This is an optimization exercise on Yosys and OpenROAD, whose aim is a short achievable clock period and few clock cycles per item, not a production implementation. Where RTL was checked, it was by simulation tests only, not by an equivalence proof against the original. The clock port is modelled as an ideal driver, which makes a skipped or thinned clock tree look cheaper than it is; a real chip needs a root buffer or a tree. Power figures rest on the tool's default switching activity, not on a simulated workload.

run A:
==> flow/design.v (excerpt) <==
module dma_write_top (
    input  logic                   clk,
    input  logic                   reset,
    input  logic                   desc_push,
    input  logic [31:0]            desc_control,
    input  logic [31:0]            desc_pkt_begin,
    input  logic [31:0]            desc_pkt_end,
    input  logic [31:0]            desc_write_address,
    output logic                   desc_full,
    input  logic                   data_push,
    input  avalon_pkg::bus_word_t  data_in,
    output logic                   data_full,
    output avalon_pkg::bus_addr_t  avm_address,
    output avalon_pkg::bus_word_t  avm_writedata,
    output logic                   avm_write,
    output avalon_pkg::burst_cnt_t avm_burstcount,
    input  logic                   avm_waitrequest,
    output logic                   busy,
    output logic                   done_irq,
    output logic [15:0]            xfer_count,
    output logic [15:0]            drop_count
);
Settings: LEC_CHECK=0, CAP_MARGIN=20, CORE_MARGIN=2, CORE_UTILIZATION=40, SETUP_SLACK_MARGIN=3.5, SLEW_MARGIN=20; clock period 5.0 ns.
run.sh (not shown) runs the stock make flow with config.mk's settings and CLKGATE_MAP_FILE= SYNTH_SCRIPT=/design/flow/synth_recipe.tcl, a recipe that flattens the netlist after the stock synthesis.
Testbench counts of run A, summed over its fixed seeds: cycles 34,216, items 2,400.
## Diff of input files: run B against run A
--- a/flow/design.v
+++ b/flow/design.v
@@ -248,45 +248,49 @@
     output logic                   done_irq,
     output logic [15:0]            xfer_count,
     output logic [15:0]            drop_count
 );
     localparam int DQ = 4;  
     localparam int XQ = 4;  
     logic [21:0] beg_hi, end_hi, hi_x;
     logic [7:0]  beg_w, end_w;
-    logic        in_al, in_eq, in_eq1, in_ok;
+    logic        in_al, in_eq, in_eq1;
     logic [22:0] hi_x_up;
     assign beg_hi  = desc_pkt_begin[31:10];
     assign end_hi  = desc_pkt_end[31:10];
     assign beg_w   = desc_pkt_begin[9:2];
     assign end_w   = desc_pkt_end[9:2];
     assign hi_x    = beg_hi ^ end_hi;
     assign hi_x_up = {1'b0, hi_x};
     assign in_al   = (desc_pkt_begin[1:0] == 2'b00) && (desc_pkt_end[1:0] == 2'b00);
     assign in_eq   = (hi_x == 22'd0);
     always_comb begin
         in_eq1 = hi_x[0];
         for (int i = 0; i < 22; i++) begin
             in_eq1 = in_eq1 && !(hi_x_up[i+1] ^ (hi_x[i] && beg_hi[i]));
         end
     end
-    assign in_ok = in_al && ((in_eq && (end_w > beg_w)) || (in_eq1 && (end_w < beg_w)));
-    logic        c2_v, c2_ok, c2_irq;
+    logic        c2_v, c2_irq, c2_al, c2_eq, c2_eq1, c2_gt, c2_lt, c2_ok;
     logic [7:0]  c2_cnt;
     logic [31:0] c2_adr;
     logic        c2_one;
     always_ff @(posedge clk) begin
         c2_irq <= desc_control[dma_pkg::CTRL_IRQ_EN];
         c2_adr <= desc_write_address;
         c2_cnt <= end_w - beg_w;
-        c2_ok  <= in_ok;
+        c2_al  <= in_al;
+        c2_eq  <= in_eq;
+        c2_eq1 <= in_eq1;
+        c2_gt  <= (end_w > beg_w);
+        c2_lt  <= (end_w < beg_w);
         if (!reset) c2_v <= 1'b0;
         else        c2_v <= desc_push && !desc_full;
     end
+    assign c2_ok = c2_al && ((c2_eq && c2_gt) || (c2_eq1 && c2_lt));
     assign c2_one = (c2_cnt == 8'd1);
     logic dq_push, c2_drop;
     assign dq_push = c2_v && c2_ok;
     assign c2_drop = c2_v && !c2_ok;
     always_ff @(posedge clk) begin
         if (!reset)       drop_count <= 16'd0;
         else if (c2_drop) drop_count <= drop_count + 16'd1;
     end
--- outcome ---
Status | run B and run A | clean
Looking at cell-internal power, run B sits 0.81% below run A.
Total wirelength of the detailed-routed design delta (run B − run A): unfavourable
| clock period minus worst slack | higher: run B |
Die span in x: run B > run A
The least setup slack across all paths after layout in run B was lower than what run A gave.
Compared with run A, final cell count in run B increased by a few percent.
Run B ends up with a clock sink total that is about 0.6% higher than in run A.
In run B, the final design instance area without fill came out about 4% above the value in run A.
Taking run A as the reference point, the worst slew margin relative to its limit of run B rises by 3.1 points.
Run B does worse than run A on first-pass GRT wire length.
Testbench counts of run B, summed over its fixed seeds: cycles 34,216, items 2,400.

Another version of the RTL of dma_write_top (not shown whole).
For scale: about 1,700 cells after synthesis, ~280 I/O pins.
export LEC_CHECK = 0
export CAP_MARGIN = 20
export CORE_MARGIN = 2
export CORE_UTILIZATION = 40
export SETUP_SLACK_MARGIN = 3.5
export SLEW_MARGIN = 20
create_clock -name core_clock -period 5.0 [get_ports {clk}]
standard.sh (not shown) runs the stock make flow with config.mk's settings and CLKGATE_MAP_FILE= SYNTH_SCRIPT=/design/flow/synth_recipe.tcl, a recipe that flattens the netlist after the stock synthesis.
==> flow/flow/run.sh <==
#!/bin/bash
# The standard layout, except that the clock tree is built by flow/pre_cts.tcl.
# ORFS writes each step's log under orfs/logs; make's own output goes to standard_flow.log.
set -euo pipefail
export PRE_CTS_TCL="$PWD/flow/pre_cts.tcl"
bash standard.sh > standard_flow.log 2>&1
Other scripts of this flow, unchanged in this note and not shown: flow/flow/clock_tree.tcl, flow/flow/pre_cts.tcl
Testbench counts at the start, summed over its fixed seeds: cycles 34,223, items 2,400.
Then changed:
--- a/flow/design.v
+++ b/flow/design.v
@@ -255,72 +255,62 @@
     logic        di_irq;
     logic [31:0] di_beg, di_end, di_adr;
     always_ff @(posedge clk) begin
         di_irq <= desc_control[dma_pkg::CTRL_IRQ_EN];
         di_beg <= desc_pkt_begin;
         di_end <= desc_pkt_end;
         di_adr <= desc_write_address;
         if (!reset) di_v <= 1'b0;
         else        di_v <= desc_push && !desc_full;
     end
     logic [21:0] beg_hi, end_hi, hi_x;
-    logic [7:0]  beg_w, end_w;
+    logic [7:0]  beg_w, end_w, cnt_w;
     logic        ck_al, ck_eq, ck_eq1;
     logic [22:0] hi_x_up;
     assign beg_hi  = di_beg[31:10];
     assign end_hi  = di_end[31:10];
     assign beg_w   = di_beg[9:2];
     assign end_w   = di_end[9:2];
     assign hi_x    = beg_hi ^ end_hi;
     assign hi_x_up = {1'b0, hi_x};
     assign ck_al   = (di_beg[1:0] == 2'b00) && (di_end[1:0] == 2'b00);
     assign ck_eq   = (hi_x == 22'd0);
     always_comb begin
         ck_eq1 = hi_x[0];
         for (int i = 0; i < 22; i++) begin
             ck_eq1 = ck_eq1 && !(hi_x_up[i+1] ^ (hi_x[i] && beg_hi[i]));
         end
     end
     logic [4:0] cnt_lo;
-    assign cnt_lo = {1'b0, end_w[3:0]} - {1'b0, beg_w[3:0]};
-    logic [7:0] w_x;
-    logic       ck_one;
-    assign w_x = beg_w ^ end_w;
-    always_comb begin
-        ck_one = w_x[0];
-        for (int i = 0; i < 7; i++) begin
-            ck_one = ck_one && !(w_x[i+1] ^ (w_x[i] && beg_w[i]));
-        end
-    end
+    logic [3:0] cnt_hi0, cnt_hi1;
+    assign cnt_lo  = {1'b0, end_w[3:0]} - {1'b0, beg_w[3:0]};
+    assign cnt_hi0 = end_w[7:4] - beg_w[7:4];
+    assign cnt_hi1 = end_w[7:4] + ~beg_w[7:4];
+    assign cnt_w   = {cnt_lo[4] ? cnt_hi1 : cnt_hi0, cnt_lo[3:0]};
     logic        c2_v, c2_irq, c2_al, c2_eq, c2_eq1, c2_gt, c2_lt, c2_ok, c2_one;
-    logic [4:0]  c2_lo;
-    logic [3:0]  c2_ehi, c2_bhi;
     logic [7:0]  c2_cnt;
     logic [31:0] c2_adr;
     always_ff @(posedge clk) begin
         c2_irq <= di_irq;
         c2_adr <= di_adr;
-        c2_lo  <= cnt_lo;
-        c2_ehi <= end_w[7:4];
-        c2_bhi <= beg_w[7:4];
-        c2_one <= ck_one;
+        c2_cnt <= cnt_w;
         c2_al  <= ck_al;
         c2_eq  <= ck_eq;
         c2_eq1 <= ck_eq1;
         c2_gt  <= (end_w > beg_w);
         c2_lt  <= (end_w < beg_w);
         if (!reset) c2_v <= 1'b0;
         else        c2_v <= di_v;
     end
     assign c2_ok  = c2_al && ((c2_eq && c2_gt) || (c2_eq1 && c2_lt));
-    assign c2_cnt = {c2_ehi - c2_bhi - {3'd0, c2_lo[4]}, c2_lo[3:0]};
+    assign c2_one = (c2_cnt == 8'd1);
     logic dq_push, c2_drop;
     assign dq_push = c2_v && c2_ok;
     assign c2_drop = c2_v && !c2_ok;
     always_ff @(posedge clk) begin
         if (!reset)       drop_count <= 16'd0;
         else if (c2_drop) drop_count <= drop_count + 16'd1;
     end
     logic [31:0]   dq_adr [DQ];
     logic [7:0]    dq_cnt [DQ];
     logic [DQ-1:0] dq_irq, dq_one;
     logic [DQ-1:0] dq_wp, dq_rp;    
Outcome: The changed run passed the timing, design-rule and antenna checks; setup slack gets worse by 0.33 ns; total power fell slightly; worst hold slack gets worse by 0.014 ns; via count rose slightly; routed wire length rose slightly; global-route usage is about the same; area after synthesis fell slightly; register-to-register slack gets worse by 0.44 ns; sequential power is about the same.
No functional check of the RTL was part of the second run of this note. In every run of this note, the design's own scripts or RTL, not TritonCTS, make the clock network.

== rev 12 ==
Another version of the RTL of dma_write_top (not shown whole).
For scale: roughly 1800 cells after synthesis, roughly 780 flip-flops, roughly 280 I/O pins, roughly 26000 um2 of cells after synthesis.
==> flow/config.mk <==
export PLATFORM = sky130hd
export DESIGN_NAME = dma_write_top
export DESIGN_NICKNAME = dma_write_top
export VERILOG_FILES = /design/flow/design.v
export SDC_FILE = /design/flow/constraint.sdc
export NUM_CORES = 4
export LEC_CHECK = 0
export CAP_MARGIN = 20
export CORE_MARGIN = 2
export CORE_UTILIZATION = 40
export SETUP_SLACK_MARGIN = 3.5
export SLEW_MARGIN = 20
==> flow/constraint.sdc <==
create_clock -name core_clock -period 5.0 [get_ports {clk}]
set_input_delay 1.0000 -clock core_clock [delete_from_list [all_inputs] [get_ports {clk}]]
set_output_delay 1.0000 -clock core_clock [all_outputs]
set_load 0.01 [all_outputs]
Scripts as last shown in full above: flow/flow/run.sh
Other scripts of this flow, unchanged in this note and not shown: flow/flow/clock_tree.tcl, flow/flow/pre_cts.tcl
Testbench counts of rev 12, summed over its fixed seeds: cycles 34,223, items 2,400.
> inputs changed (rev 12 -> rev 13)
diff --git a/flow/design.v b/flow/design.v
--- a/flow/design.v
+++ b/flow/design.v
@@ -256,82 +256,56 @@
     logic [31:0] di_beg, di_end, di_adr;
     always_ff @(posedge clk) begin
         di_irq <= desc_control[dma_pkg::CTRL_IRQ_EN];
         di_beg <= desc_pkt_begin;
         di_end <= desc_pkt_end;
         di_adr <= desc_write_address;
         if (!reset) di_v <= 1'b0;
         else        di_v <= desc_push && !desc_full;
     end
     logic [21:0] beg_hi, end_hi, hi_x;
-    logic [7:0]  beg_w, end_w;
+    logic [7:0]  beg_w, end_w, cnt_w;
     logic        ck_al, ck_eq, ck_eq1;
     logic [22:0] hi_x_up;
     assign beg_hi  = di_beg[31:10];
     assign end_hi  = di_end[31:10];
     assign beg_w   = di_beg[9:2];
     assign end_w   = di_end[9:2];
+    assign cnt_w   = end_w - beg_w;
     assign hi_x    = beg_hi ^ end_hi;
     assign hi_x_up = {1'b0, hi_x};
     assign ck_al   = (di_beg[1:0] == 2'b00) && (di_end[1:0] == 2'b00);
     assign ck_eq   = (hi_x == 22'd0);
     always_comb begin
         ck_eq1 = hi_x[0];
         for (int i = 0; i < 22; i++) begin
             ck_eq1 = ck_eq1 && !(hi_x_up[i+1] ^ (hi_x[i] && beg_hi[i]));
         end
     end
-    logic [4:0] cnt_lo;
-    assign cnt_lo = {1'b0, end_w[3:0]} - {1'b0, beg_w[3:0]};
-    logic [7:0] w_x;
-    logic       ck_one;
-    assign w_x = beg_w ^ end_w;
-    always_comb begin
-        ck_one = w_x[0];
-        for (int i = 0; i < 7; i++) begin
-            ck_one = ck_one && !(w_x[i+1] ^ (w_x[i] && beg_w[i]));
-        end
-    end
-    logic        c2_v, c2_irq, c2_al, c2_eq, c2_eq1, c2_gt, c2_lt, c2_ok, c2_one;
-    logic [4:0]  c2_lo;
-    logic [3:0]  c2_ehi, c2_bhi;
+    logic        c2_v, c2_ok, c2_irq, c2_one;
     logic [7:0]  c2_cnt;
     logic [31:0] c2_adr;
     always_ff @(posedge clk) begin
         c2_irq <= di_irq;
         c2_adr <= di_adr;
-        c2_lo  <= cnt_lo;
-        c2_ehi <= end_w[7:4];
-        c2_bhi <= beg_w[7:4];
-        c2_one <= ck_one;
-        c2_al  <= ck_al;
-        c2_eq  <= ck_eq;
-        c2_eq1 <= ck_eq1;
-        c2_gt  <= (end_w > beg_w);
-        c2_lt  <= (end_w < beg_w);
+        c2_cnt <= cnt_w;
+        c2_one <= (cnt_w == 8'd1);
+        c2_ok  <= ck_al && ((ck_eq && (end_w > beg_w)) || (ck_eq1 && (end_w < beg_w)));
         if (!reset) c2_v <= 1'b0;
         else        c2_v <= di_v;
     end
-    assign c2_ok  = c2_al && ((c2_eq && c2_gt) || (c2_eq1 && c2_lt));
-    assign c2_cnt = {c2_ehi - c2_bhi - {3'd0, c2_lo[4]}, c2_lo[3:0]};
     logic dq_push, c2_drop;
     assign dq_push = c2_v && c2_ok;
     assign c2_drop = c2_v && !c2_ok;
-    logic [15:0] drop_p1;  
     always_ff @(posedge clk) begin
-        if (!reset) begin
-            drop_count <= 16'd0;
-            drop_p1    <= 16'd1;
-        end else if (c2_drop) begin
-            drop_count <= drop_p1;
-            drop_p1    <= drop_p1 + 16'd1;
-        end
+        if (!reset)       drop_count <= 16'd0;
+        else if (c2_drop) drop_count <= drop_count + 16'd1;
     end
     logic [31:0]   dq_adr [DQ];
     logic [7:0]    dq_cnt [DQ];
     logic [DQ-1:0] dq_irq, dq_one;
     logic [DQ-1:0] dq_wp, dq_rp;    
     logic [DQ-1:0] dq_n;            
     logic [DQ-1:0] d_occ;           
     logic [31:0]   xi_d;
     logic          xi_v;
     logic [31:0]   xq_d [XQ];
@@ -355,28 +329,28 @@
         end
         xh_d = '0;
         for (int i = 0; i < XQ; i++) xh_d = xh_d | (xq_d[i] & {32{xq_rp[i]}});
     end
     logic        cur_v, cur_irq, cur_last;
     logic [31:0] cur_adr;
     logic [7:0]  cur_cnt, cur_left;
     logic        sv, s_last, s_irq;
     logic [31:0] s_adr, s_d;
     logic [7:0]  s_cnt;
-    logic        ov, ov_i, o_last, o_irq;  
+    logic        ov, o_last, o_irq;
     logic [31:0] o_adr, o_d;
     logic [7:0]  o_cnt;
     logic fire, load, hold, acc;
     assign fire = cur_v && xq_n[0] && !sv;
     assign load = dq_n[0] && (!cur_v || (fire && cur_last));
-    assign hold = ov_i && avm_waitrequest;
-    assign acc  = ov_i && !avm_waitrequest;
+    assign hold = ov && avm_waitrequest;
+    assign acc  = ov && !avm_waitrequest;
     always_ff @(posedge clk) begin
         for (int i = 0; i < DQ; i++) begin
             if (dq_push && dq_wp[i]) begin
                 dq_adr[i] <= c2_adr;
                 dq_cnt[i] <= c2_cnt;
                 dq_irq[i] <= c2_irq;
                 dq_one[i] <= c2_one;
             end
         end
     end
@@ -474,28 +448,26 @@
             o_irq  <= 1'b0;
         end else if (!hold) begin
             o_d    <= sv ? s_d    : xh_d;
             o_adr  <= sv ? s_adr  : cur_adr;
             o_cnt  <= sv ? s_cnt  : cur_cnt;
             o_last <= sv ? s_last : cur_last;
             o_irq  <= sv ? s_irq  : cur_irq;
         end
         if (!reset) begin
             ov         <= 1'b0;
-            ov_i       <= 1'b0;
             busy       <= 1'b0;
             done_irq   <= 1'b0;
             xfer_count <= 16'd0;
             xfer_p1    <= 16'd1;
         end else begin
-            ov       <= (ov && avm_waitrequest) || sv || fire;
-            ov_i     <= hold || sv || fire;
+            ov       <= hold || sv || fire;
             busy     <= hold || sv || fire || (cur_v && !(fire && cur_last)) || load;
             done_irq <= acc && o_last && o_irq;
             if (acc && o_last) begin
                 xfer_count <= xfer_p1;
                 xfer_p1    <= xfer_p1 + 16'd1;
             end
         end
     end
     assign avm_write      = ov;
     assign avm_address    = o_adr;
==> run summary <==
Rev 13 vs. rev 12: total setup buffers inserted after CTS -31, post-route non-filler standard cell count -142, minimum setup slack in the final design -0.21 ns. As far as hold slack is concerned, rev 13 and rev 12 perform about the same. Across both runs, final critical-path share of the clock period was higher for rev 13 than for rev 12.
The RTL of rev 13 was laid out without a check of its function. No run of this note takes its clock network from TritonCTS; it comes from the design's own scripts or RTL.

port drivers added, routing unchanged:
In the flow no input, the clock included, has a driving cell. The finished layouts below were timed again as built, in two steps. Step 1 (the two cells are an assumption about what drives the block):
set clk [get_ports {clk}]
set_driving_cell -lib_cell sky130_fd_sc_hd__clkbuf_16 $clk
set_driving_cell -lib_cell sky130_fd_sc_hd__buf_2 [delete_from_list [all_inputs] $clk]
Step 2 moves the port delays by t, midway between the first and last clock arrival at a register: inputs arrive t later, outputs are due t later. That takes back most of the time a late clock gives input paths. Three values: ideal, step 1, step 2; two values: the first two.
run | t (ns) | setup slack, ns | worst setup path at the end | worst register clock-pin slew, ns
run A | 0.656 | 2.913 / 2.854 / 2.556 | input to register | 0.06 / 0.06
run B | 0.661 | 2.900 / 2.842 / 2.633 | input to register | 0.07 / 0.07
the first run of note 2 | 0.516 | 3.083 / 2.959 / 2.650 | input to register | 0.08 / 0.08
the second run of note 2 | 0.505 | 2.755 / 2.755 / 2.755 | register to register | 0.09 / 0.09
rev 12 | 0.520 | 3.122 / 2.994 / 2.717 | input to register | 0.09 / 0.09
rev 13 | 0.518 | 2.910 / 2.910 / 2.726 | input to register | 0.09 / 0.09
After both steps setup and hold are still met in every run listed. For the first run of note 2, which loses most, drivers alone change the setup slack by -0.124 ns; drivers and shift together by -0.433 ns.
